Background: an optimization exercise with open tools, aiming at small area and a short achievable clock period. Do not read the settings as production practice. At most, simulation tests tie the RTL to the original design; equivalence was not proved.

== before ==
// divTop
module divTop (
    input  logic        clk,
    input  logic        arstN,
    input  logic        inValid,
    input  logic [15:0] dividend,
    input  logic [15:0] divisor,
    output logic        outValid,
    output logic [15:0] quotient,
    output logic [15:0] remainder,
    output logic        err
);
    logic [14:0] am_c, dm_c;
    logic        neg_c, err_c;
    assign am_c  = dividend[15] ? (~dividend[14:0] + 15'd1) : dividend[14:0];
    assign dm_c  = divisor[15] ? (~divisor[14:0] + 15'd1) : divisor[14:0];
    assign neg_c = dividend[15] ^ divisor[15];
    assign err_c = (dividend == 16'h8000) || (divisor[14:0] == 15'd0);
    logic [0:0] s0;
    assign s0 = am_c[14];
    logic [1:0] t0;
    assign t0 = {1'b0, s0} - {1'b0, dm_c[0:0]};
    logic qb0;
    assign qb0 = ~t0[1] & (dm_c[14:1] == 14'd0);
    logic [0:0] r0;
    assign r0 = qb0 ? t0[0:0] : s0;
    logic [0:0] qs0;
    assign qs0 = qb0;
    logic [13:0] ar_1;
    assign ar_1 = am_c[13:0];
    logic v_1;
    always_ff @(posedge clk or negedge arstN)
        if (!arstN) v_1 <= 1'b0;
        else        v_1 <= inValid;
    logic [14:0] d_1;
    logic [13:0] a_1;
    logic [0:0] q_1;
    logic [0:0] r_1;
    logic [0:0] neg_1;
    logic [0:0] err_1;
    always_ff @(posedge clk) begin
        d_1 <= dm_c;
        a_1 <= ar_1;
        q_1 <= qs0;
        r_1 <= r0;
        neg_1 <= neg_c;
        err_1 <= err_c;
    end
    logic [1:0] s1;
    assign s1 = {r_1, a_1[13]};
    logic [2:0] t1;
    assign t1 = {1'b0, s1} - {1'b0, d_1[1:0]};
  ...
Size: ~1400 cells after synthesis, about 320 flip-flops, roughly 69 I/O pins, roughly 14000 µm² of cells after synthesis.
clock: 11.0 ns
lec_check: 0
cap_margin: 20
core_margin: 2
core_utilization: 40
cts_buf_list: sky130_fd_sc_hd__clkbuf_16
cts_cluster_diameter: 150
cts_cluster_size: 30
slew_margin: 20
standard.sh (not shown) runs the stock make flow with config.mk's settings and CLKGATE_MAP_FILE= SYNTH_SCRIPT=/design/flow/synth_recipe.tcl, a recipe that flattens the netlist after the stock synthesis.
==> flow/flow/run.sh <==
#!/bin/bash
# Standard layout (the standard.sh), with timing repair aiming a few ns below the clock
# period (flow/margin.txt, passed as SETUP_SLACK_MARGIN) and any extra ORFS make variables
# listed one per line in flow/extra.txt. The whole output goes to standard_flow.log here.
set -euo pipefail
cd "$(dirname "$0")/.."
MARGIN=$(cat flow/margin.txt)
ARGS=()
if [[ -f flow/extra.txt ]]; then
  while IFS= read -r line; do
    [[ -n "$line" ]] && ARGS+=("$line")
  done < flow/extra.txt
fi
bash standard.sh "SETUP_SLACK_MARGIN=$MARGIN" "${ARGS[@]}" finish > standard_flow.log 2>&1
==> flow/flow/extra.txt <==
BUFFER_PORTS_ARGS=-buffer_cell sky130_fd_sc_hd__buf_2
==> flow/flow/margin.txt <==
7
Setup changes, before to after
--- a/flow/design.v
+++ b/flow/design.v
@@ -298,36 +298,34 @@
     end
     logic [14:0] s14;
     assign s14 = {r_7, a_7[0]};
     logic [15:0] t14;
     assign t14 = {1'b0, s14} - {1'b0, d_7[14:0]};
     logic qb14;
     assign qb14 = ~t14[15];
     logic [14:0] r14;
     assign r14 = qb14 ? t14[14:0] : s14;
     logic [14:0] qs14;
     assign qs14 = {q_7, qb14};
-    logic [15:0] qo_c;
-    logic [15:0] z_c;
-    assign z_c[0] = 1'b0;
-    genvar gz;
-    for (gz = 1; gz < 16; gz++) begin : gZ
-        assign z_c[gz] = |qs14[gz-1:0];
-    end
-    assign qo_c = {1'b0, qs14} ^ ({16{neg_7}} & z_c);
     logic v_8;
     always_ff @(posedge clk or negedge arstN)
         if (!arstN) v_8 <= 1'b0;
         else        v_8 <= v_7;
-    logic [15:0] qo_8;
+    logic [14:0] d_8;
+    logic [14:0] q_8;
     logic [14:0] r_8;
+    logic [0:0] neg_8;
     logic [0:0] err_8;
     always_ff @(posedge clk) begin
-        qo_8 <= qo_c;
+        d_8 <= d_7;
+        q_8 <= qs14;
         r_8 <= r14;
+        neg_8 <= neg_7;
         err_8 <= err_7;
     end
+    logic [15:0] qo_c;
+    assign qo_c = neg_8 ? (16'd0 - {1'b0, q_8}) : {1'b0, q_8};
     assign outValid  = v_8;
-    assign quotient  = qo_8;
+    assign quotient  = qo_c;
     assign remainder = {1'b0, r_8};
     assign err       = err_8;
 endmodule
Notes after the runs:
- On overall die area, before loses to after.
- Re number of ordinary inverters in the final layout: after is about 1.5% down on before.
- NOTE cell count before->after decreased slightly
- after -> before: sequential standard cell area flat
- For count of buffers added by post-CTS timing repair for setup, dividing the value from before by the value from after gives 0.870.
No functional check of the RTL was part of before.

[static timing again, ports no longer ideal]
The results above use ideal ports. As a check the final layouts listed here were re-extracted and re-timed, cells and wires unchanged. Step 1 (the two cells are an assumption about what drives the block):
set clk [get_ports {clk}]
set_driving_cell -lib_cell sky130_fd_sc_hd__clkbuf_16 $clk
set_driving_cell -lib_cell sky130_fd_sc_hd__buf_2 [delete_from_list [all_inputs] $clk]
Step 2 moves the port delays by t, midway between the first and last clock arrival at a register: inputs arrive t later, outputs are due t later. That takes back most of the time a late clock gives input paths. Slacks: no drivers / after step 1 / after step 2; pairs: no drivers / after step 1.
| run | t, ns | slack for setup (ns) | clock arrival spread, ns | worst slew at a driven data input, ns |
|---|---|---|---|---|
| before | 0.555 | 6.871 / 6.882 / 6.326 | 0.035 / 0.035 | 0.05 |
| after | 0.550 | 6.789 / 6.782 / 6.418 | 0.025 / 0.025 | 0.04 |
After both steps every run listed still meets setup and hold. The setup slack of before, which loses most, moves by +0.011 ns with the drivers and by -0.545 ns with both steps.
